What follows belongs to an exercise in optimizing a design on an open flow for small area, a short achievable clock period and few clock cycles per item; a production flow would make more cautious choices.
RTL that was checked went through simulation tests only; none was proved equivalent to the original.
Function not checked in runs 4 to 6: the RTL went through the layout flow alone.
Power and IR drop assume default switching activity.

File: flow/config.mk
export PLATFORM = sky130hd
export DESIGN_NAME = stream_reader_top
export DESIGN_NICKNAME = stream_reader_top
export VERILOG_FILES = /design/flow/design.v
export SDC_FILE = /design/flow/constraint.sdc
export NUM_CORES = 4
export LEC_CHECK = 0
export CAP_MARGIN = 20
export CORE_MARGIN = 2
export CORE_UTILIZATION = 40
export SETUP_SLACK_MARGIN = 2.8
export SLEW_MARGIN = 20
File: flow/constraint.sdc
create_clock -name core_clock -period 5.5 [get_ports {clk_i}]
set_input_delay 1.1000 -clock core_clock [delete_from_list [all_inputs] [get_ports {clk_i}]]
set_output_delay 1.1000 -clock core_clock [all_outputs]
set_load 0.01 [all_outputs]
File: flow/design.v
`timescale 1ns/1ps
`default_nettype none
package mem_bus_pkg;
    localparam int unsigned ADDR_W = 32;
    localparam int unsigned BEAT_W = 64;
    localparam int unsigned WORD_W = 32;
    localparam int unsigned WORDS_PER_BEAT = BEAT_W / WORD_W;
endpackage
`default_nettype wire
`timescale 1ns/1ps
`default_nettype none
package stream_pkg;
    localparam int unsigned NODE_NUM = 4;
    localparam int unsigned LANE_FIFO_DEPTH = 8;
    localparam int unsigned MAX_OUTSTANDING = 16;
    localparam int unsigned COUNT_W = 4;
    localparam int unsigned OFFS_W = 17;
    localparam int unsigned CFG_W = 64;
    localparam int unsigned TRANS_W = NODE_NUM + 1;
endpackage
`default_nettype wire
`timescale 1ns/1ps
`default_nettype none
module stream_fifo #(
    parameter int unsigned WIDTH = 32,
    parameter int unsigned DEPTH = 8
) (
    input  logic                       clk_i,
    input  logic                       rst_ni,
    input  logic                       push_i,
    input  logic [WIDTH-1:0]           data_i,
    input  logic                       pop_i,
    output logic [WIDTH-1:0]           data_o,
    output logic                       empty_o,
    output logic                       full_o,
    output logic [$clog2(DEPTH+1)-1:0] count_o
);
    logic [WIDTH-1:0]           mem_q [DEPTH];
    logic [$clog2(DEPTH)-1:0]   wr_ptr_q;
    logic [$clog2(DEPTH)-1:0]   rd_ptr_q;
    logic [$clog2(DEPTH+1)-1:0] count_q;
    logic                       push_ok;
    logic                       pop_ok;
    assign empty_o = (count_q == '0);
    assign full_o  = (32'(count_q) == DEPTH);
    assign count_o = count_q;
    assign data_o  = mem_q[rd_ptr_q];
    assign push_ok = push_i && (!full_o || pop_i);
    assign pop_ok  = pop_i && !empty_o;
    always_ff @(posedge clk_i) begin
        if (push_ok) begin
            mem_q[wr_ptr_q] <= data_i;
        end
    end
    always_ff @(posedge clk_i or negedge rst_ni) begin
        if (!rst_ni) begin
            wr_ptr_q <= '0;
            rd_ptr_q <= '0;
            count_q  <= '0;
        end else begin
            if (push_ok) begin
                wr_ptr_q <= (32'(wr_ptr_q) == DEPTH - 1) ? '0 : wr_ptr_q + 1'b1;
            end
            if (pop_ok) begin
                rd_ptr_q <= (32'(rd_ptr_q) == DEPTH - 1) ? '0 : rd_ptr_q + 1'b1;
            end
            if (push_ok && !pop_ok) begin
                count_q <= count_q + 1'b1;
            end else if (!push_ok && pop_ok) begin
                count_q <= count_q - 1'b1;
            end
        end
    end
endmodule
`default_nettype wire
`timescale 1ns/1ps
`default_nettype none
module node_stream_lane (
    input  logic        clk_i,
    input  logic        rst_ni,
    input  logic [63:0] cfg_i,
    input  logic        active_i,
    input  logic        restart_i,
    input  logic        grant_i,
    input  logic        push_i,
    input  logic [31:0] word_i,
    output logic        req_o,
    output logic [31:0] req_addr_o,
    output logic        end_o,
    output logic [31:0] data_o,
    output logic        valid_o,
    input  logic        ready_i
);
    localparam int unsigned OFFS_W          = stream_pkg::OFFS_W;
    localparam int unsigned COUNT_W         = stream_pkg::COUNT_W;
    localparam int unsigned LANE_FIFO_DEPTH = stream_pkg::LANE_FIFO_DEPTH;
    logic [31:0]        cfg_base;
    logic [15:0]        cfg_size;
    logic [15:0]        cfg_stride;
    logic [OFFS_W-1:0]  offset_q;
    logic [COUNT_W-1:0] pending_q;
    logic [COUNT_W-1:0] fifo_count;
    logic [COUNT_W:0]   fill;
    logic               fifo_empty;
    logic               pop;
    assign cfg_base   = cfg_i[63:32];
    assign cfg_size   = cfg_i[31:16];
    assign cfg_stride = cfg_i[15:0];
    always_ff @(posedge clk_i or negedge rst_ni) begin
        if (!rst_ni) begin
            offset_q <= '0;
        end else if (restart_i) begin
            offset_q <= '0;
        end else if (grant_i) begin
            offset_q <= offset_q + {1'b0, cfg_stride};
        end
    end
    always_ff @(posedge clk_i or negedge rst_ni) begin
        if (!rst_ni) begin
            pending_q <= '0;
        end else if (grant_i && !push_i) begin
            pending_q <= pending_q + 1'b1;
        end else if (!grant_i && push_i) begin
            pending_q <= pending_q - 1'b1;
        end
    end
    assign fill  = {1'b0, fifo_count} + {1'b0, pending_q};
    assign end_o = (offset_q >= {1'b0, cfg_size});
    assign req_o      = active_i && !end_o && (32'(fill) < LANE_FIFO_DEPTH);
    assign req_addr_o = cfg_base + {{(32-OFFS_W){1'b0}}, offset_q};
    assign valid_o = !fifo_empty;
    assign pop     = valid_o && ready_i;
    stream_fifo #(
        .WIDTH (32),
        .DEPTH (LANE_FIFO_DEPTH)
    ) u_data_fifo (
        .clk_i   (clk_i),
        .rst_ni  (rst_ni),
        .push_i  (push_i),
        .data_i  (word_i),
        .pop_i   (pop),
        .data_o  (data_o),
        .empty_o (fifo_empty),
        .full_o  (),
        .count_o (fifo_count)
    );
endmodule
`default_nettype wire
`timescale 1ns/1ps
`default_nettype none
module read_issue_ctrl #(
    parameter int unsigned NODE_NUM = 4
) (
    input  logic                   clk_i,
    input  logic                   rst_ni,
    input  logic                   start_i,
    input  logic [NODE_NUM-1:0]    lane_req_i,
    input  logic [32*NODE_NUM-1:0] lane_addr_i,
    input  logic [NODE_NUM-1:0]    lane_end_i,
    input  logic                   outst_empty_i,
    input  logic                   outst_full_i,
    output logic [NODE_NUM-1:0]    grant_o,
    output logic                   active_o,
    output logic                   restart_o,
    output logic [NODE_NUM:0]      trans_o,
    output logic                   trans_push_o,
    output logic                   done_o,
    output logic [31:0]            ar_addr_o,
    output logic                   ar_valid_o,
    input  logic                   ar_ready_i
);
    logic                  run_q;
    logic                  run_d;
    logic [NODE_NUM-1:0]   rot_prev_q;
    logic [NODE_NUM-1:0]   rot_prev_d;
    logic [2*NODE_NUM-1:0] double_req;
    logic [2*NODE_NUM-1:0] double_grant;
    logic                  ar_free;
    logic                  arb_enable;
    logic                  new_trans;
    logic                  wait_q;
    logic                  wait_d;
    logic [31:0]           sel_addr;
    logic [31:0]           addr_q;
    always_comb begin
        run_d = run_q;
        if (start_i) begin
            run_d = 1'b1;
        end else if (run_q && (&lane_end_i) && outst_empty_i) begin
            run_d = 1'b0;
        end
    end
    assign active_o  = run_q;
    assign restart_o = run_q && !run_d;
    assign done_o    = !run_q;
    assign ar_free    = !wait_q || ar_ready_i;
    assign arb_enable = ar_free && !outst_full_i;
    always_comb begin
        double_req   = {lane_req_i, lane_req_i};
        double_grant = double_req & ~(double_req - {{NODE_NUM{1'b0}}, rot_prev_q});
        if (arb_enable) begin
            grant_o = double_grant[NODE_NUM-1:0] | double_grant[2*NODE_NUM-1:NODE_NUM];
        end else begin
            grant_o = '0;
        end
    end
    assign new_trans = |grant_o;
    assign rot_prev_d = new_trans ? {grant_o[NODE_NUM-2:0], grant_o[NODE_NUM-1]} : rot_prev_q;
    always_comb begin
        sel_addr = '0;
        for (int i = 0; i < NODE_NUM; i++) begin
            if (grant_o[i]) begin
                sel_addr = sel_addr | lane_addr_i[32*i +: 32];
            end
        end
    end
    assign wait_d = ar_free ? new_trans : wait_q;
    assign trans_o      = {grant_o, sel_addr[2]};
    assign trans_push_o = new_trans;
    assign ar_valid_o = wait_q;
    assign ar_addr_o  = {addr_q[31:3], 3'b000};
    always_ff @(posedge clk_i or negedge rst_ni) begin
        if (!rst_ni) begin
            run_q      <= 1'b0;
            wait_q     <= 1'b0;
            rot_prev_q <= {{(NODE_NUM-1){1'b0}}, 1'b1};
        end else begin
            run_q      <= run_d;
            wait_q     <= wait_d;
            rot_prev_q <= rot_prev_d;
        end
    end
    always_ff @(posedge clk_i) begin
        if (new_trans) begin
            addr_q <= sel_addr;
        end
    end
endmodule
`default_nettype wire
`timescale 1ns/1ps
`default_nettype none
module read_return_steer #(
    parameter int unsigned NODE_NUM        = 4,
    parameter int unsigned MAX_OUTSTANDING = 10
) (
    input  logic                clk_i,
    input  logic                rst_ni,
    input  logic [NODE_NUM:0]   trans_i,
    input  logic                trans_push_i,
    input  logic [63:0]         r_data_i,
    input  logic                r_valid_i,
    output logic                r_ready_o,
    output logic [31:0]         word_o,
    output logic [NODE_NUM-1:0] lane_push_o,
    output logic                outst_empty_o,
    output logic                outst_full_o
);
    logic [NODE_NUM:0] head;
    assign r_ready_o = 1'b1;
    assign word_o = head[0] ? r_data_i[63:32] : r_data_i[31:0];
    assign lane_push_o = r_valid_i ? head[NODE_NUM:1] : '0;
    stream_fifo #(
        .WIDTH (NODE_NUM + 1),
        .DEPTH (MAX_OUTSTANDING)
    ) u_tracker (
        .clk_i   (clk_i),
        .rst_ni  (rst_ni),
        .push_i  (trans_push_i),
        .data_i  (trans_i),
        .pop_i   (r_valid_i),
        .data_o  (head),
        .empty_o (outst_empty_o),
        .full_o  (outst_full_o),
        .count_o ()
    );
endmodule
`default_nettype wire
`timescale 1ns/1ps
`default_nettype none
module stream_reader_top (
    input  logic          clk_i,
    input  logic          rst_ni,
    input  logic          start_i,
    input  logic [255:0]  lane_cfg_i,
    output logic          done_o,
    output logic [31:0]   ar_addr_o,
    output logic          ar_valid_o,
    input  logic          ar_ready_i,
    input  logic [63:0]   r_data_i,
    input  logic          r_valid_i,
    output logic          r_ready_o,
    output logic [127:0]  data_o,
    output logic [3:0]    valid_o,
    input  logic [3:0]    ready_i
);
    localparam int unsigned NL    = stream_pkg::NODE_NUM;
    localparam int unsigned TRK_D = stream_pkg::MAX_OUTSTANDING;
    localparam int unsigned PTR_W = $clog2(TRK_D);
    logic        run_q;
    logic        issued_q;    
    logic [NL-1:0] nxt_q;     
    logic [31:2] addr_q;      
    logic [16:0] rem_q;       
    logic [15:2] step_q;      
    logic        s4_q;        
    logic        first_q;     
    logic        trk_empty;
    logic [31:2] nxt_base;
    logic [15:0] nxt_size;
    logic [15:2] nxt_stride;
    logic        nxt_s4;
    logic        reading;
    logic        lane_end;
    logic        lane_load;
    logic        two;
    logic        ar_take;
    logic        trk_full_q;
    logic        drained;
    always_comb begin
        nxt_base   = '0;
        nxt_size   = '0;
        nxt_stride = '0;
        for (int l = 0; l < NL; l++) begin
            if (nxt_q[l]) begin
                nxt_base   = nxt_base   | lane_cfg_i[64*l+34 +: 30];
                nxt_size   = nxt_size   | lane_cfg_i[64*l+16 +: 16];
                nxt_stride = nxt_stride | lane_cfg_i[64*l+2 +: 14];
            end
        end
    end
    assign nxt_s4 = (nxt_stride == 14'd1);
    assign reading   = run_q && !issued_q;
    assign lane_end  = rem_q[16];
    assign lane_load = start_i || (reading && lane_end && !nxt_q[0]);
    assign two = s4_q && !addr_q[2] && (rem_q[15:2] != '0);
    logic [14:0] addr_lo_sum;
    logic [31:16] addr_hi_inc;
    logic [31:2] addr_step;
    assign addr_lo_sum = {1'b0, addr_q[15:2]} + {1'b0, step_q};
    assign addr_hi_inc = addr_q[31:16] + 1'b1;
    assign addr_step   = {addr_lo_sum[14] ? addr_hi_inc : addr_q[31:16], addr_lo_sum[13:0]};
    assign ar_valid_o = reading && !lane_end && !trk_full_q;
    assign ar_addr_o  = {addr_q[31:3], 3'b000};
    assign ar_take    = ar_valid_o && ar_ready_i;
    assign drained    = issued_q && trk_empty;
    assign done_o     = !run_q || drained;
    always_ff @(posedge clk_i or negedge rst_ni) begin
        if (!rst_ni) begin
            run_q    <= 1'b0;
            issued_q <= 1'b0;
            nxt_q    <= {{(NL-1){1'b0}}, 1'b1};
        end else begin
            if (start_i) begin
                run_q <= 1'b1;
            end else if (drained) begin
                run_q <= 1'b0;
            end
            if (lane_load) begin
                nxt_q    <= {nxt_q[NL-2:0], nxt_q[NL-1]};
                issued_q <= 1'b0;
            end else if (reading && lane_end) begin
                issued_q <= 1'b1;
            end
        end
    end
    always_ff @(posedge clk_i) begin
        if (lane_load) begin
            addr_q  <= nxt_base;
            rem_q   <= {1'b0, nxt_size} - 17'd1;
            first_q <= 1'b1;
            s4_q   <= nxt_s4;
            step_q <= nxt_s4 ? (nxt_base[2] ? 14'd1 : 14'd2) : nxt_stride;
        end else if (ar_take) begin
            addr_q  <= addr_step;
            first_q <= 1'b0;
            rem_q  <= rem_q - {1'b0, step_q, 2'b00};
            if (s4_q) begin
                step_q <= 14'd2;
            end
        end
    end
    logic [1:0]       ring_q [TRK_D];
    logic [PTR_W-1:0] wr_q;
    logic [PTR_W-1:0] rd_q;
    logic [PTR_W:0]   cnt_q;
    logic [1:0]       rl_q;       
    logic [NL-1:0]    sel_q;
    logic             half_q;
    logic             last_q;
    logic [1:0]       entry;
    logic [1:0]       load;
    logic [NL-1:0]    lane_s4;
    logic [NL-1:0]    lane_odd;
    logic [NL-1:0]    has_words;
    logic [1:0]       load_lane;
    logic [NL-1:0]    pop_sel;
    logic             take;
    logic             pop;
    logic             to_head;
    logic             from_ring;
    assign entry     = {first_q, s4_q ? two : addr_q[2]};
    assign trk_empty = (cnt_q == '0);
    assign pop_sel = last_q ? sel_q : '0;
    assign take    = r_valid_i && |(ready_i & sel_q);
    assign pop     = r_valid_i && |(ready_i & pop_sel);
    assign to_head   = ar_take && ((cnt_q == '0) || ((cnt_q == 1) && pop));
    assign from_ring = pop && (cnt_q > 1);
    assign load      = from_ring ? ring_q[rd_q] : entry;
    always_ff @(posedge clk_i) begin
        for (int l = 0; l < NL; l++) begin
            if (lane_load && nxt_q[l]) begin
                has_words[l] <= (nxt_size != '0);
                lane_s4[l]   <= nxt_s4;
            end
        end
    end
    for (genvar l = 0; l < NL; l++) begin : g_odd
        assign lane_odd[l] = lane_cfg_i[64*l+34];
    end
    always_comb begin
        load_lane = rl_q;
        if (load[1]) begin
            if (has_words[2'(rl_q + 2'd1)]) begin
                load_lane = rl_q + 2'd1;
            end else if (has_words[2'(rl_q + 2'd2)]) begin
                load_lane = rl_q + 2'd2;
            end else if (has_words[2'(rl_q + 2'd3)]) begin
                load_lane = rl_q + 2'd3;
            end
        end
    end
    always_ff @(posedge clk_i) begin
        ring_q[wr_q] <= entry;
    end
    always_ff @(posedge clk_i or negedge rst_ni) begin
        if (!rst_ni) begin
            wr_q       <= '0;
            rd_q       <= '0;
            cnt_q      <= '0;
            rl_q       <= 2'(NL - 1);
            sel_q      <= '0;
            trk_full_q <= 1'b0;
            half_q     <= 1'b0;
            last_q     <= 1'b0;
        end else begin
            if (ar_take && !to_head) begin
                wr_q <= wr_q + 1'b1;
            end
            if (from_ring) begin
                rd_q <= rd_q + 1'b1;
            end
            trk_full_q <= !pop && (trk_full_q || (ar_take && 32'(cnt_q) == TRK_D - 1));
            if (ar_take && !pop) begin
                cnt_q <= cnt_q + 1'b1;
            end else if (!ar_take && pop) begin
                cnt_q <= cnt_q - 1'b1;
            end
            if (start_i) begin
                rl_q <= 2'(NL - 1);
            end else if (to_head || from_ring) begin
                rl_q <= load_lane;
            end
            if (to_head || from_ring) begin
                for (int l = 0; l < NL; l++) begin
                    sel_q[l] <= (load_lane == 2'(l));
                end
                if (lane_s4[load_lane]) begin
                    half_q <= load[1] && lane_odd[load_lane];
                    last_q <= !load[0];
                end else begin
                    half_q <= load[0];
                    last_q <= 1'b1;
                end
            end else if (pop) begin
                sel_q  <= '0;
            end else if (take) begin
                half_q <= 1'b1;
                last_q <= 1'b1;
            end
        end
    end
    assign r_ready_o = pop;
    for (genvar l = 0; l < NL; l++) begin : g_lane
        assign valid_o[l]         = r_valid_i && sel_q[l];
        assign data_o[32*l +: 32] = half_q ? r_data_i[63:32] : r_data_i[31:0];
    end
endmodule
`default_nettype wire
File: flow/flow/run.sh
#!/bin/bash
# Standard layout, with the smallest plain buffer on every port and a
# clock tree of mid-size buffers without dummy loads
set -o pipefail
export BUFFER_PORTS_ARGS="-buffer_cell sky130_fd_sc_hd__buf_1"
export CTS_ARGS="-sink_clustering_enable -repair_clock_nets -dont_use_dummy_load -buf_list {sky130_fd_sc_hd__clkbuf_4 sky130_fd_sc_hd__clkbuf_8}"
bash standard.sh > standard.log 2>&1
File: flow/standard.sh
#!/bin/bash
# synth_recipe.tcl (not shown) runs the flow's synth.tcl, then flattens the netlist and writes it again
# the make line also repeats each setting of config.mk as NAME=value (left out here)
make -C /OpenROAD-flow-scripts/flow DESIGN_CONFIG=/design/flow/config.mk WORK_HOME=/design/flow/orfs CLKGATE_MAP_FILE= SYNTH_SCRIPT=/design/flow/synth_recipe.tcl "${@:-finish}"
==> results of run 1 <==
logic make-up (layout without fill, tap and decap cells):
| group | count (synthesis) | after routing | share of synthesized area, % |
|---|---|---|---|
| buffers and inverters | 216 | 577 | 13.3 |
| muxes | 54 | 54 | 7.45 |
| AOI/OAI and AO/OA | 262 | 262 | 18.6 |
| other | 1 | 19 | 0.0382 |
| and+or+nand+nor | 238 | 238 | 12.0 |
| xor gates and xnor gates | 58 | 58 | 5.18 |
| adders and majority gates | 42 | 42 | 5.51 |
| DFF | 129 | 129 | 38.0 |
metal layers:
| metal | share of wire, % | global-route usage (%) | wire length (um) | vias to the layer above |
|---|---|---|---|---|
| met5 | 0 | 0 | 0 | - |
| met4 | 6.8 | 17.3 | 2800 | 0 |
| met3 | 6.5 | 4.88 | 2690 | 81 |
| met2 | 48 | 49.0 | 19800 | 494 |
| met1 | 39 | 36.9 | 15900 | 4462 |
| li1 | - | - | - | 4308 |
synth_stat cells, types with 3 or more instances:
| library cell | number |
|---|---|
| buf_2 | 5 |
| o21ai_0 | 25 |
| nor3b_1 | 3 |
| mux4_1 | 5 |
| and3_1 | 22 |
| nor2_1 | 68 |
| nand3_1 | 16 |
| nand2_1 | 55 |
| ha_1 | 40 |
| dfrtp_1 | 25 |
| nor4_1 | 7 |
| nor2b_1 | 8 |
| or2_2 | 3 |
| a31oi_1 | 33 |
| xor2_1 | 24 |
| and2_1 | 22 |
| nand4_1 | 9 |
| edfxtp_1 | 100 |
| buf_4 | 129 |
| or3_1 | 3 |
| dfstp_2 | 3 |
| clkbuf_1 | 40 |
| a21oi_1 | 44 |
| a22o_1 | 15 |
| nand2b_1 | 6 |
| a21o_1 | 8 |
| mux4_2 | 4 |
| xnor2_1 | 34 |
| inv_1 | 37 |
| buf_1 | 4 |
| o211ai_1 | 6 |
| mux2_2 | 33 |
| a221oi_1 | 13 |
| a22oi_1 | 93 |
| mux2i_1 | 10 |
| nor3_1 | 11 |
power breakdown:
part,internal (mW),leakage (nW),switching (mW)
sequential,1.40,1.30,0.295
clock,0.272,0.122,0.332
combinational,1.31,3.54,1.46
total,2.98,4.96,2.08
worst max-delay path, stage by stage (launching register included):
cell and delay [ns]:
dfrtp_2 0.50, buf_12 0.20, mux2_2 0.38, clkbuf_2 0.19
worst min path at each step:
stage	end	cells after the start	slack, ns
floorplan	trk_full_q$_DFF_PN0_	2	0.46
global placement	trk_full_q$_DFF_PN0_	2	0.49
detailed placement	sel_q[0]$_DFFE_PN0P_	1	0.55
CTS	cnt_q[0]$_DFFE_PN0P_	1	0.54
global route	cnt_q[3]$_DFFE_PN0P_	1	0.59
finish	cnt_q[3]$_DFFE_PN0P_	1	0.56
metrics by stage:
| step | hold WS (ns) | cells | setup slack (ns) |
|---|---|---|---|
| 2_1_floorplan | 0.464 | 1002 | 2.69 |
| 3_3_place_gp | 0.489 | 1631 | 1.71 |
| 3_5_place_dp | 0.546 | 1631 | 1.66 |
| 4_1_cts | 0.544 | 1664 | 2.70 |
| 5_1_grt | 0.595 | 1699 | 2.60 |
| 6_report | 0.562 | 1703 | 2.68 |
registers in the layout, summed over array words and instances, names as in the netlist, 5 cells and up:
| signal | count |
|---|---|
| ring_q | 32 |
| cnt_q | 5 |
| step_q | 14 |
| addr_q | 30 |
| rem_q | 15 |
placed cells by master (no fill, tap or decap), drive strengths merged, types with 6 or more instances in the layout:
master and n:
dfrtp 25, inv 37, diode 16, nor3 12, nand4 9, mux2 34
ha 40, edfxtp 100, mux2i 11, buf 516, xnor2 34, a21oi 44
a22o 15, mux4 9, xor2 24, o211ai 6, nor2b 8, a21o 8
a31oi 34, nor4 7, nand3 16, and3 22, a22oi 93, clkbuf 24
nand2b 6, nand2 55, and2 22, o21ai 25, nor2 68, a221oi 13
cell type report:
class	instances	share of cell area, %
Inverter	37	1.11
Timing Repair Buffer	523	23.4
Clock buffer	17	1.85
Antenna cell	16	0.316
Multi-Input combinational cell	657	40.6
Tap cell	324	3.20
Sequential cell	129	29.6
timing repair:
action | CTS | global route
gates cloned | 1 | 3
endpoints found under the setup margin | 220 | 200
pin swaps | 9 | 14
hold buffers | 0 | 0
setup buffers | 15 | 20
resized for setup | 136 | 200
==> qor.yml, run 1 <==
antenna_found_initial: 20
gp_routability_congestion: 0.962
drv_slew: 0
core-area_mm2: 0.0242
firstDrtPassIters: 5
hold_path.class: "flop to flop"
synth_flop_cell: "edfxtp_1"
multiInputGateArea_mm2: 0.00515
fp.dieH_um: 161
postLayoutCoreUtil_pct: 52.5
numCtsBuffers: 17
placed_cell_area_mm2: 0.0110
ys_ff_latch: 129
yosys_warnings: 1
hpwl_um: 31400
drc: 0
syn2layout_area_growth_pct: 29.2
port-buffer-count: 476
yosys-top-cells-area: "edfxtp_1 (31%), buf_4 (9.9%), a22oi_1 (7.1%)"
final_cell_area_mm2: 0.0127
end_kind: "output port"
fillers: 2273
timing.fmax_ghz: 0.355
outcome: "timing/DRC/antenna clean"
synth_area_mm2: 0.00981
skew_ns: 0.0286
relSlewSlack_pct: 42.4
cp_max_fo: 9
regToRegSetupSlack_ns: 2.70
setup_violations: 0
drive_gt1_share_pct: 19.1
root_buffer: "clkbuf_8"
min_from: "cnt_q[3]$_DFFE_PN0P_"
dieArea_mm2: 0.0258
grt_max_degree: 42
synth_cell_types: 63
power_density_mw_per_mm2: 399
cts_tree: "built"
crit_type: "flop to output port"
cp-endpoint: "data_o[0]"
grt_pass1_vias: 8545
syn_inst: 1000
rows: 57
htree_levels: 4
synth.largest_area_cell: "edfxtp_1"
worstSetupStartpoint: "half_q$_DFFE_PN0P_"
fin_crit_ns: 2.82
path_clk_slew_ns: 0.08
yosysTopAreaCellShare_pct: 30.6
die_w_um: 161
fin_setup_tns_ns: 0
finalHoldViolCount: 0
rr_startpoint: "step_q[2]$_SDFFCE_PP0P_"
maxCapViolCount: 0
grt_pass1_wl_um: 55500
worst_setup_path_start_kind: "flop"
grt_overflow_total: 0
fin_nets: 1736
regArea_mm2: 0.00375
grt_use_total_pct: 29.7
critical_path_arrival_ns: 1.72
required_ns: 4.40
initial_utilization_pct: 40.6
drt_iter0_markers: 694
wl_um: 41200
power_mw: 5.06
peakVddDrop_uv: 197
rsz0062_at_grt: "yes"
insertion_delay_ns: 0.44
ant_nets: 0
io_pins: 496
cts_buffer_depth: 2
cts.sinks: 129
yosysSeqAreaShare_pct: 38.0
synth_edf_count: 100
async_flop_share_pct: 21.7
wl_per_cell_um: 24.2
tightest_slew_ns: 0.865
leakage_nw: 4.96
r2r_end: "addr_q[14]$_DFFE_PP_"
fin_crit_sh_pct: 51.3
vias_per_cell: 5.49
route.vias.total: 9345
avgSynthCellArea_um2: 9.81
worstRegToRegCells: 15
Testbench counts, summed over its fixed seeds: cycles 28,101, words 20,790.
==> run 2, diff against run 1 <==
--- a/flow/config.mk
+++ b/flow/config.mk
@@ -8,5 +8,5 @@
 export CAP_MARGIN = 20
 export CORE_MARGIN = 2
 export CORE_UTILIZATION = 40
-export SETUP_SLACK_MARGIN = 2.8
+export SETUP_SLACK_MARGIN = 2.7
 export SLEW_MARGIN = 20
==> run 2 against run 1 <==
Compared with the run above: setup slack got worse by 0.0053 ns; combinational power down 19%; hold slack lost 0.038 ns; routed wire length fell by 3.8%; critical path type unchanged; critical endpoint is now data_o[104]; critical path depth unchanged; die area unchanged; core utilization down 4.0 points; synthesized cell count stayed put; still clean on timing, DRC and antenna; maximum frequency fell by 0.19%; via count down 0.72%; highest routed layer unchanged; sequential share of layout area is 2.4 points higher.
==> qor.yml, run 2 <==
port-buffer-count: 476
syn_inst: 1000
dp_slack_ns: 1.60
avgSynthCellArea_um2: 9.81
leakage_nw: 4.33
gp_routability_congestion: 0.919
worst_setup_path_start_kind: "flop"
yosysMostFrequentCell: "buf_4"
required_ns: 4.40
rsz0062_at_grt: "yes"
final_cell_area_mm2: 0.0117
finalWorstSetupSlack_ns: 2.67
synth_edf_count: 100
synth_area_mm2: 0.00981
power_mw: 4.54
synth.largest_area_cell: "edfxtp_1"
finalHoldViolCount: 0
multiInputGateArea_mm2: 0.00498
yosysTopAreaCellShare_pct: 30.6
min_from: "trk_full_q$_DFF_PN0_"
hold_path.class: "flop to flop"
fin_setup_tns_ns: 0
dieArea_mm2: 0.0258
crit_type: "flop to output port"
io_pins: 496
fp.dieH_um: 161
root_buffer: "clkbuf_8"
cts_buffer_depth: 2
r2r_end: "step_q[10]$_SDFFCE_PP0P_"
grt_pass1_vias: 8519
initial_utilization_pct: 40.6
most-common-layout-cells: "buf_1 (467), edfxtp_1 (100), a22oi_1 (90)"
route.vias.total: 9278
largest_reg_flops: 32
core-area_mm2: 0.0242
setup_violations: 0
grt_max_degree: 43
cp_max_fo: 7
grt_use_total_pct: 29.2
final_common_cell: "buf_1"
cts.sinks: 129
path_clk_slew_ns: 0.07
drc: 0
critical_path_arrival_ns: 1.73
antenna_found_initial: 22
fin_crit_sh_pct: 51.4
yosys_warnings: 1
drv_slew: 0
regMostFlops: "ring_q"
regToRegSetupSlack_ns: 2.76
syn2layout_area_growth_pct: 19.3
maxCapViolCount: 0
ant_nets: 0
rows: 57
htree_levels: 4
yosys-top-cells-area: "edfxtp_1 (31%), buf_4 (9.9%), a22oi_1 (7.1%)"
worstPathCellList: "buf_4, mux2_2, buf_1"
firstDrtPassIters: 5
max_stage_delay_ns: 0.45
crit_slowest_cell: "mux2_2"
hpwl_um: 31600
die_w_um: 161
cts_tree: "built"
ys_ff_latch: 129
synth_cell_types: 63
fin_nets: 1717
grt_overflow_total: 0
holdPathStages: 2
fin_crit_ns: 2.83
ys_top_cells_by_count: "buf_4 (129), edfxtp_1 (100), a22oi_1 (93)"
top_regs: "ring_q x32, addr_q x30, rem_q x15"
drt_iter0_markers: 844
regArea_mm2: 0.00374
drive_gt1_share_pct: 10.3
timing.fmax_ghz: 0.354
cts_hold_buf: 0
yosysSeqAreaShare_pct: 38.0
hold_end: "trk_full_q$_DFF_PN0_"
relSlewSlack_pct: 44.1
wl_per_cell_um: 23.5
wl_um: 39600
grt_pass1_wl_um: 54500
numCtsBuffers: 17
peakVddDrop_uv: 180
vias_per_cell: 5.50
insertion_delay_ns: 0.45
power_density_mw_per_mm2: 388
postLayoutCoreUtil_pct: 48.4
rr_startpoint: "nxt_q[1]$_DFFE_PN0N_"
synth_flop_cell: "edfxtp_1"
skew_ns: 0.0357
end_kind: "output port"
async_flop_share_pct: 21.7
fillers: 2372
placed_cell_area_mm2: 0.0110
worstRegToRegCells: 6
outcome: "timing/DRC/antenna clean"
tightest_slew_ns: 0.839
run 2: cell type report:
cell class,count,area share (%)
Sequential cell,129,32.0
Antenna cell,18,0.385
Timing Repair Buffer,504,18.4
Clock buffer,17,2.00
Inverter,37,1.21
Multi-Input combinational cell,657,42.6
Tap cell,324,3.46
run 2: worst max path at each step:
stage	endpoint	slack, ns	from
floorplan	last_q$_DFFE_PN0P_	2.69	ready_i[0]
CTS	data_o[68]	2.68	half_q$_DFFE_PN0P_
global route	data_o[101]	2.65	half_q$_DFFE_PN0P_
detailed placement	rem_q[16]$_DFFE_PP_	1.60	lane_cfg_i[81]
finish	data_o[104]	2.67	half_q$_DFFE_PN0P_
global placement	rem_q[16]$_DFFE_PP_	1.69	lane_cfg_i[81]
run 2: cell families after synthesis:
| group | synth area share, % |
|---|---|
| xor gates and xnor gates | 5.18 |
| buffers and inverters | 13.3 |
| and+or+nand+nor | 12.0 |
| other | 0.0382 |
| adders and majority gates | 5.51 |
| DFF | 38.0 |
| muxes | 7.45 |
| AOI/OAI and AO/OA | 18.6 |
run 2: per-layer routing:
| metal | global-route usage (%) | vias up | share of wire, % |
|---|---|---|---|
| li1 | - | 4279 | - |
| met1 | 36.9 | 4471 | 39 |
| met2 | 45.2 | 448 | 47 |
| met3 | 4.65 | 80 | 7.0 |
| met4 | 22.1 | 0 | 6.9 |
| met5 | 0 | - | 0 |
run 2: worst max-delay path: cells and delay by family (launching register included):
| kind | cells | cell delay [ns] |
|---|---|---|
| multiplexers | 1 | 0.45 |
| buffers and inverters | 2 | 0.41 |
| flip-flops | 1 | 0.41 |
run 2: timing repair:
item | 4_1_cts | 5_1_grt
endpoints found under the setup margin | 203 | 86
resized for setup | 37 | 30
pin swaps | 4 | 7
setup buffers | 9 | 9
gates cloned | 0 | 1
run 2: through the flow:
step	hold slack (ns)	instances
finish	0.524	1686
global route	0.553	1685
CTS	0.504	1658
detailed placement	0.487	1632
global placement	0.491	1632
floorplan	0.464	1002
run 2: power breakdown:
group / switching [mW] / internal [mW] / total (mW)
Clock: 0.329 / 0.271 / 0.600
Sequential: 0.292 / 1.40 / 1.69
Combinational: 1.32 / 0.926 / 2.24
Total: 1.94 / 2.60 / 4.54
==> run 3, diff against run 2 <==
--- a/flow/config.mk
+++ b/flow/config.mk
@@ -8,5 +8,6 @@
 export CAP_MARGIN = 20
 export CORE_MARGIN = 2
 export CORE_UTILIZATION = 40
+export PLACE_DENSITY = 0.85
 export SETUP_SLACK_MARGIN = 2.7
 export SLEW_MARGIN = 20
==> run 3 against run 2 <==
Compared with the run above: first-iteration DRC count rose by 34%; sequential power rose by 2%; area after synthesis did not move; clock skew fell by 0.0069 ns; clock-buffer cell count did not move; synthesized cell count did not move; combinational power barely moved; register-to-register slack got worse by 0.10 ns; flip-flop and latch count did not move; largest power group unchanged; cell count fell by 1.1%; setup slack got worse by 0.017 ns.
==> qor.yml, run 3 <==
outcome: "timing/DRC/antenna clean"
yosysSeqAreaShare_pct: 38.0
fin_nets: 1716
multiInputGateArea_mm2: 0.00496
yosysMostFrequentCell: "buf_4"
synth_edf_count: 100
dieArea_mm2: 0.0258
synth_cell_types: 63
internal_power_mw: 2.60
root_buffer: "clkbuf_8"
holdWs_ns: 0.535
async_flop_share_pct: 21.7
crit_buf_inv: 2
worst_setup_path_start_kind: "flop"
maxCapViolCount: 0
setup_violations: 0
fillers: 2255
n_antenna_cell: 0
port-buffer-count: 476
rsz0062_at_grt: "yes"
finalHoldViolCount: 0
initial_utilization_pct: 40.6
io_pins: 496
fin_crit_ns: 2.84
fin_crit_sh_pct: 51.7
pwr-share-seq_pct: 37.9
placed_cell_area_mm2: 0.0110
fin_setup_tns_ns: 0
crit_type: "flop to flop"
postLayoutCoreUtil_pct: 47.7
max_stage_delay_ns: 0.43
avgSynthCellArea_um2: 9.81
drive_gt1_share_pct: 9.75
power_mw: 4.57
gp_routability_congestion: 0.927
synth_flop_cell: "edfxtp_1"
synth_top_family_by_area: "compound AO/OA/AOI/OAI gates"
crit_family: "compound AO/OA/AOI/OAI gates"
synth.largest_area_cell: "edfxtp_1"
yosys-top-cells-area: "edfxtp_1 (31%), buf_4 (9.9%), a22oi_1 (7.1%)"
die_w_um: 161
synth_area_mm2: 0.00981
met1_usage_pct: 34.0
ant_nets: 0
grt_overflow_total: 0
wl_um: 32700
ys_top_cells_by_count: "buf_4 (129), edfxtp_1 (100), a22oi_1 (93)"
final_cell_area_mm2: 0.0115
required_ns: 5.66
cts.sinks: 129
syn2layout_area_growth_pct: 17.6
grt_use_met3_pct: 4.73
wl_per_cell_um: 19.6
final_common_cell: "buf_1"
skew_ns: 0.0288
cts_hold_buf: 0
core-area_mm2: 0.0242
vias_per_cell: 5.64
tightest_slew_ns: 0.841
ys_ff_latch: 129
drv_slew: 0
cp_max_fo: 8
largest_reg_flops: 32
clock_power_share_pct: 13.1
firstDrtPassIters: 8
switching_share_pct: 43.1
drc: 0
syn_inst: 1000
yosys_warnings: 1
antenna_found_initial: 0
regArea_mm2: 0.00374
most-common-layout-cells: "buf_1 (471), edfxtp_1 (100), a22oi_1 (90)"
grt_pass1_wl_um: 47300
yosysTopAreaCellShare_pct: 30.6
end_kind: "flop"
placed_cells: 1632
cts_tree: "built"
grt_use_total_pct: 23.8
path_clk_slew_ns: 0.07
finalWorstSetupSlack_ns: 2.66
top_regs: "ring_q x32, addr_q x30, rem_q x15"
leakage_nw: 4.27
switching_power_mw: 1.97
power_density_mw_per_mm2: 396
relSlewSlack_pct: 44.0
drt_iter0_markers: 1131
synthMuxAreaShare_pct: 7.45
synth_compound_area_share_pct: 18.6
synth_xor_area_share_pct: 5.18
numCtsBuffers: 17
dp_slack_ns: 2.15
grt_use_met2_pct: 37.6
insertion_delay_ns: 0.44
fp.dieH_um: 161
regMostFlops: "ring_q"
synth-simple-area-share_pct: 12.0
grt_max_degree: 59
hpwl_um: 25800
route.vias.total: 9409
rows: 57
worstPathCellList: "ha_4, inv_2, fa_2, nor2b_2, o21ai_2, a21boi_2, o211ai_1, a31oi_1, a21o_1, a21oi_2, o21ai_4, clkbuf_16"
cts_buffer_depth: 2
pwr-share-comb_pct: 49.1
timing.fmax_ghz: 0.352
synth_fa_ha_area_share_pct: 5.51
critical_path_arrival_ns: 3.00
grt_pass1_vias: 8523
htree_levels: 4
stdcell_count: 1667
peakVddDrop_uv: 162
hold_path.class: "flop to flop"
crit_slowest_cell: "edfxtp_1"
busiest_layer: "met2"
[run 3: cell counts after synthesis]
No cell type changed its count.
[run 3: layout make-up]
class	instances	share of cell area (%)
Inverter	37	1.20
Multi-Input combinational cell	657	43.0
Tap cell	324	3.51
Clock buffer	17	2.03
Sequential cell	129	32.4
Timing Repair Buffer	503	17.9
[run 3: kinds of logic (layout without fill, tap and decap cells)]
family          Yosys count  count (layout)
compound gates          262             262
xor+xnor                 58              58
fa+ha+maj                42              42
buf+inv                 216             557
flops                   129             129
mux                      54              54
other cells               1               3
simple gates            238             238
[run 3: what timing repair did]
action	4_1_cts	5_1_grt
gates cloned	0	1
pin swaps	7	14
setup endpoints to repair	183	86
resized for setup	13	35
setup buffers	7	10
[run 3: worst register-to-register path, stage by stage (launching register included)]
cell       delay, ns
edfxtp_1        0.43
ha_4            0.18
inv_2           0.04
fa_2            0.37
nor2b_2         0.14
o21ai_2         0.07
a21boi_2        0.19
o211ai_1        0.16
a31oi_1         0.28
a21o_1          0.18
a21oi_2         0.08
o21ai_4         0.24
clkbuf_16       0.22
[run 3: power by group through the flow]
stage | clock (mW) | sequential, mW | combinational [mW]
6_report | 0.597 | 1.73 | 2.24
4_1_cts | 0.602 | 1.71 | 2.15
3_3_place_gp | 0 | 1.71 | 2.03
5_1_grt | 0.638 | 1.76 | 2.43
3_5_place_dp | 0 | 1.73 | 2.10
2_1_floorplan | 0 | 1.56 | 1.91
[run 3: per-layer routing]
metal	vias up	wire (um)
met3	57	3560
li1	4256	-
met5	-	0
met4	0	446
met2	607	15200
met1	4489	13500
[run 3: worst paths after layout]
| kind | from | end | slack (ns) | cells past startpoint |
|---|---|---|---|---|
| max | step_q[2]$_SDFFCE_PP0P_ | addr_q[20]$_DFFE_PP_ | 2.66 | 12 |
| min | nxt_q[1]$_DFFE_PN0N_ | nxt_q[1]$_DFFE_PN0N_ | 0.53 | 1 |
| max reg2reg | step_q[2]$_SDFFCE_PP0P_ | addr_q[20]$_DFFE_PP_ | 2.66 | 12 |
| min reg2reg | nxt_q[1]$_DFFE_PN0N_ | nxt_q[1]$_DFFE_PN0N_ | 0.53 | 1 |
| max in group asynchronous | rst_ni | rl_q[0]$_DFFE_PN1P_ | 4.52 | 2 |
| min in group asynchronous | rst_ni | cnt_q[3]$_DFFE_PN0P_ | 0.66 | 2 |
==> run 4, diff against run 3 <==
--- a/flow/design.v
+++ b/flow/design.v
@@ -386,6 +386,7 @@
     logic [1:0]       rl_q;       
     logic [NL-1:0]    sel_q;
     logic             half_q;
+    logic             even_q;     
     logic             last_q;
     logic [1:0]       entry;
     logic [1:0]       load;
@@ -441,6 +442,7 @@
             sel_q      <= '0;
             trk_full_q <= 1'b0;
             half_q     <= 1'b0;
+            even_q     <= 1'b1;
             last_q     <= 1'b0;
         end else begin
             if (ar_take && !to_head) begin
@@ -466,15 +468,18 @@
                 end
                 if (lane_s4[load_lane]) begin
                     half_q <= load[1] && lane_odd[load_lane];
+                    even_q <= !(load[1] && lane_odd[load_lane]);
                     last_q <= !load[0];
                 end else begin
                     half_q <= load[0];
+                    even_q <= !load[0];
                     last_q <= 1'b1;
                 end
             end else if (pop) begin
                 sel_q  <= '0;
             end else if (take) begin
                 half_q <= 1'b1;
+                even_q <= 1'b0;
                 last_q <= 1'b1;
             end
         end
@@ -482,7 +487,7 @@
     assign r_ready_o = pop;
     for (genvar l = 0; l < NL; l++) begin : g_lane
         assign valid_o[l]         = r_valid_i && sel_q[l];
-        assign data_o[32*l +: 32] = half_q ? r_data_i[63:32] : r_data_i[31:0];
+        assign data_o[32*l +: 32] = ({32{half_q}} & r_data_i[63:32]) | ({32{even_q}} & r_data_i[31:0]);
     end
 endmodule
 `default_nettype wire
--- a/flow/config.mk
+++ b/flow/config.mk
@@ -8,6 +8,5 @@
 export CAP_MARGIN = 20
 export CORE_MARGIN = 2
 export CORE_UTILIZATION = 40
-export PLACE_DENSITY = 0.85
 export SETUP_SLACK_MARGIN = 2.7
 export SLEW_MARGIN = 20
==> run 4 against run 3 <==
Compared with the run above: flip-flop and latch count up 1; critical endpoint is now r_ready_o; clock skew grew 0.00076 ns; register-to-register slack improved by 0.11 ns; clock power shrank 2%; combinational power fell by 37%; sequential power fell by 28%; power decreased by 29%; setup slack improved by 0.035 ns; core utilization rose by 1.4 points; design area grew 3.0%; global-route usage rose by 2.1 points; area after synthesis down 0.23%.
==> qor.yml, run 4 <==
power_mw: 3.26
grt_overflow_total: 0
largest_reg_flops: 32
yosysSeqAreaShare_pct: 38.3
regArea_mm2: 0.00377
final_common_cell: "buf_1"
dp_slack_ns: 2.01
cts_buffer_depth: 2
multiInputGateArea_mm2: 0.00517
initial_utilization_pct: 40.5
hpwl_um: 27400
fp.dieH_um: 160
synth_cell_types: 67
rows: 57
hold_end: "trk_full_q$_DFF_PN0_"
end_kind: "output port"
cts.sinks: 130
grt_pass1_vias: 8693
tightest_slew_ns: 0.681
numCtsBuffers: 17
grt_max_degree: 62
syn_inst: 1008
gp_routability_congestion: 0.865
fin_nets: 1723
min_from: "trk_full_q$_DFF_PN0_"
timing.fmax_ghz: 0.356
vias_per_cell: 5.50
cts_tree: "built"
insertion_delay_ns: 0.45
top_regs: "ring_q x32, addr_q x30, rem_q x15"
drive_gt1_share_pct: 12.0
crit_type: "primary input to output port"
grt_pass1_wl_um: 50400
drt_iter0_markers: 514
cts_hold_buf: 0
syn2layout_area_growth_pct: 21.4
dieArea_mm2: 0.0257
rr_startpoint: "step_q[2]$_SDFFCE_PP0P_"
holdPathStages: 2
yosysMostFrequentCell: "buf_4"
io_pins: 496
maxCapViolCount: 0
path_clk_slew_ns: 0.06
hold_path.class: "flop to flop"
synth_area_mm2: 0.00979
most-common-layout-cells: "buf_1 (451), edfxtp_1 (100), a22oi_1 (91)"
ys_ff_latch: 130
synth.largest_area_cell: "edfxtp_1"
rsz0062_at_grt: "yes"
route.vias.total: 9236
synth_edf_count: 100
firstDrtPassIters: 5
regToRegSetupSlack_ns: 2.77
cp_max_fo: 2
grt_use_total_pct: 25.9
max_stage_delay_ns: 0.20
antenna_found_initial: 3
required_ns: 4.40
synth_flop_cell: "edfxtp_1"
fin_crit_sh_pct: 51.0
peakVddDrop_uv: 140
avgSynthCellArea_um2: 9.71
worstRegToRegCells: 12
die_w_um: 160
yosys_warnings: 1
regMostFlops: "ring_q"
fin_crit_ns: 2.81
leakage_nw: 4.58
worstPathCellList: "buf_1, a22oi_2, a21boi_4, nand2_2, inv_2, buf_6"
finalWorstSetupSlack_ns: 2.69
ys_top_cells_by_count: "buf_4 (128), edfxtp_1 (100), a22oi_1 (93)"
yosysTopAreaCellShare_pct: 30.7
postLayoutCoreUtil_pct: 49.2
async_flop_share_pct: 22.3
fin_setup_tns_ns: 0
r2r_end: "addr_q[23]$_DFFE_PP_"
crit_slowest_cell: "a22oi_2"
setup_violations: 0
root_buffer: "clkbuf_8"
wl_um: 34700
fillers: 2354
relSlewSlack_pct: 54.6
skew_ns: 0.0296
drv_slew: 0
finalHoldViolCount: 0
core-area_mm2: 0.0242
power_density_mw_per_mm2: 274
outcome: "timing/DRC/antenna clean"
htree_levels: 4
yosys-top-cells-area: "edfxtp_1 (31%), buf_4 (9.8%), a22oi_1 (7.1%)"
worst_setup_path_start_kind: "primary input"
drc: 0
wl_per_cell_um: 20.7
critical_path_arrival_ns: 1.71
port-buffer-count: 476
ant_nets: 0
## run 4: changes by cell type after synthesis, moves of 3 or more
cell,change
mux2_2,-31
clkbuf_1,+3
xor2_1,-3
nand3_1,-3
nor3_1,+4
a22o_1,+32
o31ai_1,+3
nor4_1,-3
a31oi_1,-3
nor2_1,+7
## run 4: cell families after synthesis
kind of cell	count (synthesis)	share of synthesized area (%)
buffers and inverters	218	13.4
XOR/XNOR	56	5.01
adder cells (fa/ha/maj)	42	5.52
multiplexers	23	3.86
flip-flops	130	38.3
other	1	0.0383
AND/OR/NAND/NOR	245	12.3
AO/OA/AOI/OAI	293	21.5
## run 4: worst max-delay path by stage
stage / from / to / slack, ns / cells past startpoint
6_report: ready_i[2] / r_ready_o / 2.69 / 6
5_1_grt: step_q[2]$_SDFFCE_PP0P_ / addr_q[23]$_DFFE_PP_ / 2.61 / 12
4_1_cts: ready_i[2] / r_ready_o / 2.68 / 6
3_5_place_dp: start_i / addr_q[24]$_DFFE_PP_ / 2.01 / 6
3_3_place_gp: start_i / addr_q[21]$_DFFE_PP_ / 2.03 / 6
2_1_floorplan: ready_i[0] / last_q$_DFFE_PN0P_ / 2.65 / 9
## run 4: cell type report
class / instances / area share (%)
antenna: 4 / 0.0842
clock buffer: 17 / 1.97
inverter: 35 / 1.13
multi-input combinational: 662 / 43.5
sequential: 130 / 31.7
timing repair buffer: 506 / 18.2
tap: 324 / 3.41
## run 4: report_power, final
| group | internal, mW | leakage (nW) | switching [mW] |
|---|---|---|---|
| clock network | 0.271 | 0.122 | 0.315 |
| logic | 0.635 | 3.08 | 0.789 |
| registers | 1.14 | 1.38 | 0.110 |
## run 4: metal layers
layer	vias up	GRT usage (%)	part of all wire [%]
met3	65	3.46	5.4
met4	0	10.9	4.2
li1	4307	-	-
met5	-	0	0
met1	4405	28.4	37
met2	459	49.8	54
## run 4: repair_timing
item / 4_1_cts / 5_1_grt
pin swaps: 12 / 8
setup endpoints to repair: 172 / 50
resized for setup: 81 / 30
buffers inserted: 12 / 11
cloned: 0 / 1
## run 4: worst max-delay path: cells and delay by family
kind	cells	cell delay [ns]
compound gates	2	0.29
buf+inv	3	0.23
simple gates	1	0.07
## run 4: metrics by stage
| stage | area (um2) | hold WS, ns | cells |
|---|---|---|---|
| finish | 11900 | 0.510 | 1678 |
| global route | 11900 | 0.554 | 1676 |
| CTS | 11600 | 0.525 | 1662 |
| detailed placement | 10900 | 0.513 | 1633 |
| global placement | 10900 | 0.493 | 1633 |
| floorplan | 9860 | 0.464 | 1010 |
==> run 5, diff against run 4 <==
--- a/flow/design.v
+++ b/flow/design.v
@@ -382,7 +382,9 @@
     logic [1:0]       ring_q [TRK_D];
     logic [PTR_W-1:0] wr_q;
     logic [PTR_W-1:0] rd_q;
-    logic [PTR_W:0]   cnt_q;
+    logic             head_v;
+    logic             ring_empty;
+    logic [PTR_W-1:0] ring_cnt;
     logic [1:0]       rl_q;       
     logic [NL-1:0]    sel_q;
     logic             half_q;
@@ -400,12 +402,15 @@
     logic             to_head;
     logic             from_ring;
     assign entry     = {first_q, s4_q ? two : addr_q[2]};
-    assign trk_empty = (cnt_q == '0);
+    assign head_v     = |sel_q;
+    assign trk_empty  = !head_v;
+    assign ring_cnt   = wr_q - rd_q;
+    assign ring_empty = (ring_cnt == '0);
     assign pop_sel = last_q ? sel_q : '0;
     assign take    = r_valid_i && |(ready_i & sel_q);
     assign pop     = r_valid_i && |(ready_i & pop_sel);
-    assign to_head   = ar_take && ((cnt_q == '0) || ((cnt_q == 1) && pop));
-    assign from_ring = pop && (cnt_q > 1);
+    assign to_head   = ar_take && (!head_v || (ring_empty && pop));
+    assign from_ring = pop && !ring_empty;
     assign load      = from_ring ? ring_q[rd_q] : entry;
     always_ff @(posedge clk_i) begin
         for (int l = 0; l < NL; l++) begin
@@ -437,7 +442,6 @@
         if (!rst_ni) begin
             wr_q       <= '0;
             rd_q       <= '0;
-            cnt_q      <= '0;
             rl_q       <= 2'(NL - 1);
             sel_q      <= '0;
             trk_full_q <= 1'b0;
@@ -451,12 +455,7 @@
             if (from_ring) begin
                 rd_q <= rd_q + 1'b1;
             end
-            trk_full_q <= !pop && (trk_full_q || (ar_take && 32'(cnt_q) == TRK_D - 1));
-            if (ar_take && !pop) begin
-                cnt_q <= cnt_q + 1'b1;
-            end else if (!ar_take && pop) begin
-                cnt_q <= cnt_q - 1'b1;
-            end
+            trk_full_q <= !pop && (trk_full_q || (ar_take && head_v && 32'(ring_cnt) == TRK_D - 2));
             if (start_i) begin
                 rl_q <= 2'(NL - 1);
             end else if (to_head || from_ring) begin
==> run 5 against run 4 <==
Compared with the run above: still clean on timing, DRC and antenna; global-route usage rose by 0.97 points; clock skew rose by 0.020 ns; routed wire length rose by 3.0%; critical path type is now flop to flop; highest routed layer is now met5.
==> qor.yml, run 5 <==
outcome: "timing/DRC/antenna clean"
synth-simple-area-share_pct: 12.9
fin_crit_ns: 3.13
required_ns: 5.81
grt_use_total_pct: 26.9
fin_setup_tns_ns: 0
die_w_um: 160
cts.sinks: 125
fin_crit_sh_pct: 56.8
peakVddDrop_uv: 187
setup_violations: 0
end_kind: "flop"
drt_iter0_markers: 650
final_common_cell: "buf_1"
synth_flop_cell: "edfxtp_1"
yosysMostFrequentCell: "buf_4"
rsz0062_at_grt: "yes"
synth_area_mm2: 0.00968
grt_overflow_total: 0
synth_xor_area_share_pct: 4.95
avgSynthCellArea_um2: 9.80
grt_pass1_wl_um: 51000
drc: 0
fillers: 2288
relSlewSlack_pct: 51.8
cts_buffer_depth: 2
drive_gt1_share_pct: 14.5
wl_per_cell_um: 21.2
core-area_mm2: 0.0236
stdcell_count: 1684
port-buffer-count: 476
rr_startpoint: "wr_q[1]$_DFFE_PN0P_"
ys_ff_latch: 125
most-common-layout-cells: "buf_1 (458), edfxtp_1 (100), a22oi_1 (80)"
firstDrtPassIters: 5
synth_top_family_by_area: "compound AO/OA/AOI/OAI gates"
min_from: "trk_full_q$_DFF_PN0_"
yosys_warnings: 1
synth.largest_area_cell: "edfxtp_1"
route.vias.total: 9262
root_buffer: "clkbuf_8"
fp.dieH_um: 160
worst_setup_path_start_kind: "flop"
drv_slew: 0
synth_fa_ha_area_share_pct: 5.20
fin_nets: 1730
r2r_end: "half_q$_DFFE_PN0P_"
power_density_mw_per_mm2: 283
regMostFlops: "ring_q"
grt_pass1_vias: 8404
vias_per_cell: 5.50
synth_edf_count: 100
synth_cell_types: 76
hpwl_um: 27500
tightest_slew_ns: 0.723
async_flop_share_pct: 19.2
cts_tree: "built"
top_regs: "ring_q x32, addr_q x30, rem_q x15"
skew_ns: 0.0498
regToRegSetupSlack_ns: 2.37
gp_routability_congestion: 0.911
cp_max_fo: 5
holdWs_ns: 0.540
placed_cells: 1612
dieArea_mm2: 0.0255
leakage_nw: 4.54
numCtsBuffers: 17
synth_compound_area_share_pct: 22.3
holdPathStages: 2
ys_top_cells_by_count: "buf_4 (128), edfxtp_1 (100), a22oi_1 (88)"
antenna_found_initial: 10
insertion_delay_ns: 0.46
path_clk_slew_ns: 0.10
largest_reg_flops: 32
io_pins: 496
syn_inst: 988
yosys-top-cells-area: "edfxtp_1 (31%), buf_4 (9.9%), a22oi_1 (6.8%)"
synthMuxAreaShare_pct: 3.13
hold_end: "trk_full_q$_DFF_PN0_"
yosysTopAreaCellShare_pct: 31.0
grt_max_degree: 48
worstRegToRegCells: 10
finalHoldViolCount: 0
timing.fmax_ghz: 0.320
crit_type: "flop to flop"
initial_utilization_pct: 41.0
ant_nets: 0
yosysSeqAreaShare_pct: 37.5
wl_um: 35800
critical_path_arrival_ns: 3.43
htree_levels: 4
maxCapViolCount: 0
rows: 56
hold_path.class: "flop to flop"
syn2layout_area_growth_pct: 22.1
==> run 5: changes by cell type in the layout (fill, tap and decap cells not counted), moves of 12 or more <==
cell,before,now
buf_2,19,4
a22o_1,15,34
buf_4,21,47
a22o_4,27,4
nor2_1,75,63
==> run 5: what timing repair did <==
item,4_1_cts,5_1_grt
hold buffers,0,0
buffers inserted,38,10
cloned,2,0
endpoints found under the setup margin,220,138
pin swaps,20,24
hold endpoints to repair,0,0
resized for setup,62,43
==> run 5: worst max-delay path by stage <==
stage | start | endpoint | slack [ns] | cells past startpoint
floorplan | ready_i[0] | half_q$_DFFE_PN0P_ | 2.29 | 10
finish | wr_q[1]$_DFFE_PN0P_ | half_q$_DFFE_PN0P_ | 2.37 | 10
detailed placement | lane_cfg_i[17] | rem_q[16]$_DFFE_PP_ | 1.71 | 10
global placement | lane_cfg_i[17] | rem_q[16]$_DFFE_PP_ | 1.79 | 10
global route | rd_q[0]$_DFFE_PN0N_ | half_q$_DFFE_PN0P_ | 2.27 | 9
CTS | rd_q[0]$_DFFE_PN0N_ | half_q$_DFFE_PN0P_ | 2.37 | 9
==> run 5: area by class of cell <==
cell class / instances / area, um2 / share of cell area, %
multi-input combinational: 647 / 5020 / 42.5
inverter: 37 / 146 / 1.24
timing repair buffer: 534 / 2350 / 19.9
sequential: 125 / 3650 / 30.9
antenna: 5 / 12.5 / 0.106
clock buffer: 17 / 234 / 1.98
tap: 319 / 399 / 3.38
==> run 5: through the flow <==
step / power, mW / instance area (um2) / setup WS [ns] / util (%)
after floorplan: 2.42 / 9800 / 2.29 / -
after global placement: 2.53 / 10800 / 1.79 / 45.9
after detailed placement: 2.53 / 10800 / 1.71 / 45.9
after CTS: 3.28 / 11600 / 2.37 / 49.1
after global routing: 3.50 / 11800 / 2.27 / 50.0
final: 3.35 / 11800 / 2.37 / 50.1
==> run 5: worst max-delay path, cell delays in order, from the launching register on <==
cell,delay (ns)
dfrtp_1,0.41
ha_1,0.36
and2b_1,0.25
o211a_4,0.27
o31a_4,0.38
or3b_4,0.41
and3_4,0.18
a311o_1,0.28
a211o_1,0.24
a21oi_2,0.14
a21oi_1,0.06
==> run 5: routing by layer <==
layer	vias to the layer above	track usage, %	wire [um]
met2	463	42.8	16600
li1	4311	-	-
met1	4428	34.6	14900
met5	-	0	80
met3	48	10.3	3660
met4	12	6.40	605
==> run 5: cell families after synthesis <==
group,count (synthesis)
other,1
AND/OR/NAND/NOR,241
XOR/XNOR,53
AO/OA/AOI/OAI,295
buffers and inverters,219
adder cells (fa/ha/maj),39
flip-flops,125
multiplexers,15
==> run 5: report_power, final <==
| part | switching, mW | internal [mW] |
|---|---|---|
| Clock | 0.321 | 0.271 |
| Combinational | 0.893 | 0.664 |
| Sequential | 0.114 | 1.08 |
==> run 6, diff against run 5 <==
--- a/flow/design.v
+++ b/flow/design.v
@@ -405,7 +405,7 @@
     assign head_v     = |sel_q;
     assign trk_empty  = !head_v;
     assign ring_cnt   = wr_q - rd_q;
-    assign ring_empty = (ring_cnt == '0);
+    assign ring_empty = (wr_q == rd_q);
     assign pop_sel = last_q ? sel_q : '0;
     assign take    = r_valid_i && |(ready_i & sel_q);
     assign pop     = r_valid_i && |(ready_i & pop_sel);
==> run 6 against run 5 <==
Compared with the run above: area after synthesis decreased by 0.44%; clock skew decreased by 0.020 ns; setup slack improved by 0.24 ns; via count decreased by 1.1%; largest cell class unchanged; first-iteration DRC count decreased by 21%; non-clock buffer count decreased by 15; flip-flop and latch count unchanged; combinational power increased by 130%; highest routed layer unchanged; power increased by 76%; clock power about the same; clock-buffer cell count unchanged.
==> qor.yml, run 6 <==
tightest_slew_ns: 0.777
fin_crit_ns: 2.88
synth_area_mm2: 0.00964
grt_pass1_vias: 8821
route.vias.total: 9156
cts_buffer_depth: 2
required_ns: 5.88
yosysTopAreaCellShare_pct: 31.2
clock_power_share_pct: 10.0
crit_type: "flop to flop"
fin_nets: 1727
skew_ns: 0.0299
leakage_nw: 4.62
yosysMostFrequentCell: "buf_4"
timing.fmax_ghz: 0.347
fp.dieH_um: 159
drv_slew: 0
fin_crit_sh_pct: 52.4
syn2layout_area_growth_pct: 25.0
hpwl_um: 25100
async_flop_share_pct: 19.2
grt_use_total_pct: 25.2
numCtsBuffers: 17
root_buffer: "clkbuf_8"
syn_inst: 999
placed_cell_area_mm2: 0.0108
antenna_found_initial: 6
initial_utilization_pct: 40.9
drive_gt1_share_pct: 17.2
synth_cell_types: 64
r2r_end: "even_q$_DFFE_PN1P_"
ys_top_cells_by_count: "buf_4 (129), edfxtp_1 (100), a22oi_1 (88)"
insertion_delay_ns: 0.45
die_w_um: 159
cp-endpoint: "even_q$_DFFE_PN1P_"
synth_flop_cell: "edfxtp_1"
wl_um: 33300
wl_per_cell_um: 19.8
power_mw: 5.90
rows: 56
synth_edf_count: 100
fin_setup_tns_ns: 0
pwr-share-seq_pct: 30.2
finalWorstSetupSlack_ns: 2.62
max_stage_delay_ns: 0.54
gp_routability_congestion: 0.918
pwr-share-comb_pct: 59.9
relSlewSlack_pct: 47.8
most-common-layout-cells: "buf_1 (409), edfxtp_1 (100), a22oi_1 (81)"
io_pins: 496
ys_ff_latch: 125
critical_path_arrival_ns: 3.26
drc: 0
internal_power_mw: 3.28
regMostFlops: "ring_q"
peakVddDrop_uv: 203
synth.largest_area_cell: "edfxtp_1"
vias_per_cell: 5.46
cp_common_cell: "mux2_4"
dp_slack_ns: 2.03
grt_max_degree: 62
switching_share_pct: 44.5
drt_iter0_markers: 516
final_cell_area_mm2: 0.0120
ant_nets: 0
crit_slowest_cell: "mux4_2"
firstDrtPassIters: 5
worstSetupStartpoint: "rd_q[0]$_DFFE_PN0N_"
worstRegToRegCells: 8
postLayoutCoreUtil_pct: 51.2
end_kind: "flop"
yosys-top-cells-area: "edfxtp_1 (31%), buf_4 (10%), a22oi_1 (6.9%)"
largest_reg_flops: 32
htree_levels: 4
cts.sinks: 125
grt_pass1_wl_um: 49600
dieArea_mm2: 0.0254
rr_startpoint: "rd_q[0]$_DFFE_PN0N_"
top_regs: "ring_q x32, addr_q x30, rem_q x15"
grt_overflow_total: 0
final_common_cell: "buf_1"
stdcell_count: 1678
worst_setup_path_start_kind: "flop"
cts_hold_buf: 0
holdWs_ns: 0.538
finalHoldViolCount: 0
regToRegSetupSlack_ns: 2.62
power_density_mw_per_mm2: 490
fillers: 2288
cts_tree: "built"
yosys_warnings: 1
path_clk_slew_ns: 0.07
yosysSeqAreaShare_pct: 37.6
rsz0062_at_grt: "yes"
core-area_mm2: 0.0235
hold_path.class: "flop to flop"
avgSynthCellArea_um2: 9.65
switching_power_mw: 2.62
cp_max_fo: 7
maxCapViolCount: 0
port-buffer-count: 476
outcome: "timing/DRC/antenna clean"
placed_cells: 1624
setup_violations: 0
worstPathCellList: "mux4_2, mux2_4, mux2_4, a21oi_4, o32a_4, mux2i_4, mux2_4, a22o_1"
## run 6: cell types whose count changed after synthesis, moves of 4 or more
| cell | delta |
|---|---|
| nand2_1 | +12 |
| o21ai_0 | -9 |
| a21oi_1 | +5 |
| nor2_1 | +5 |
| a21boi_0 | -4 |
| a221oi_1 | +4 |
| buf_6 | -4 |
## run 6: area by class of cell
| class | count | area (um2) | share of cell area, % |
|---|---|---|---|
| diodes | 2 | 5.00 | 0.0415 |
| inverters | 34 | 128 | 1.06 |
| flip-flops and latches | 125 | 3640 | 30.3 |
| multi-input cells | 662 | 5310 | 44.1 |
| clock buffers | 17 | 234 | 1.94 |
| repair buffers | 519 | 2330 | 19.3 |
| well taps | 319 | 399 | 3.31 |
## run 6: cell families (layout without fill, tap and decap cells)
| logic type | after synthesis | count (layout) | synth area share [%] |
|---|---|---|---|
| xor+xnor | 52 | 52 | 4.72 |
| fa+ha+maj | 39 | 39 | 5.22 |
| simple gates | 250 | 250 | 12.4 |
| buf+inv | 214 | 570 | 13.5 |
| flops | 125 | 125 | 37.6 |
| mux | 20 | 20 | 3.69 |
| compound gates | 298 | 298 | 22.7 |
| other cells | 1 | 5 | 0.0389 |
## run 6: worst max-delay path: cells and delay by family, from the launching register on
kind	cells	cell delay [ns]
AOI/OAI and AO/OA	3	0.60
muxes	5	1.71
DFF	1	0.50
## run 6: worst min path at each step
stage	to	cells past startpoint	slack, ns	from
final	rl_q[0]$_DFFE_PN1P_	2	0.54	rl_q[0]$_DFFE_PN1P_
after global routing	rl_q[0]$_DFFE_PN1P_	2	0.57	rl_q[0]$_DFFE_PN1P_
after CTS	rl_q[0]$_DFFE_PN1P_	2	0.54	rl_q[0]$_DFFE_PN1P_
after detailed placement	rl_q[0]$_DFFE_PN1P_	2	0.53	rl_q[0]$_DFFE_PN1P_
after global placement	trk_full_q$_DFF_PN0_	2	0.52	trk_full_q$_DFF_PN0_
after floorplan	trk_full_q$_DFF_PN0_	2	0.46	trk_full_q$_DFF_PN0_
## run 6: routing by layer
| layer | vias up | wire length (um) | global-route usage [%] |
|---|---|---|---|
| li1 | 4329 | - | - |
| met1 | 4376 | 12800 | 28.6 |
| met2 | 401 | 18000 | 48.8 |
| met3 | 48 | 1650 | 3.39 |
| met4 | 2 | 775 | 7.77 |
| met5 | - | 13 | 0 |
## run 6: power by group through the flow
stage	clock (mW)	sequential [mW]	combinational [mW]
2_1_floorplan	0	1.62	2.51
3_3_place_gp	0	1.82	2.79
3_5_place_dp	0	1.83	2.82
4_1_cts	0.602	1.77	3.29
5_1_grt	0.632	1.82	3.85
6_report	0.589	1.78	3.53
## run 6: repair_timing
action	CTS	global route
pin swaps	15	9
gates cloned	1	1
setup buffers	26	7
resized for setup	79	99
endpoints found under the setup margin	163	120

==> port drivers added, routing unchanged <==
The results above use ideal ports. As a check the final layouts listed here were re-extracted and re-timed, cells and wires unchanged.
Step 1: set_driving_cell puts a clkbuf_16 on clk_i and a buf_2 on each other input, an assumption about the parent block.
Step 2, shift: input delay + t, output delay - t, t = (earliest + latest rising clock arrival at the registers) / 2. This alone moves slack from input paths to output paths.
Slacks: ideal / step 1 / step 2; pairs: ideal / step 1.
run	shift t [ns]	slack for setup (ns)	clock arrival spread, ns	worst slew at a driven data input, ns
run 1	0.474	2.680 / 2.633 / 2.401	0.029 / 0.029	0.16
run 2	0.478	2.674 / 2.628 / 2.282	0.038 / 0.038	0.19
run 3	0.468	2.658 / 2.619 / 2.309	0.029 / 0.029	0.08
run 4	0.480	2.692 / 2.655 / 2.349	0.030 / 0.029	0.14
run 5	0.478	2.374 / 2.374 / 2.184	0.050 / 0.050	0.20
run 6	0.476	2.619 / 2.619 / 2.315	0.030 / 0.030	0.12
After both steps every run listed still meets setup and hold. The setup slack of run 2, which loses most, moves by -0.046 ns with the drivers and by -0.392 ns with both steps.
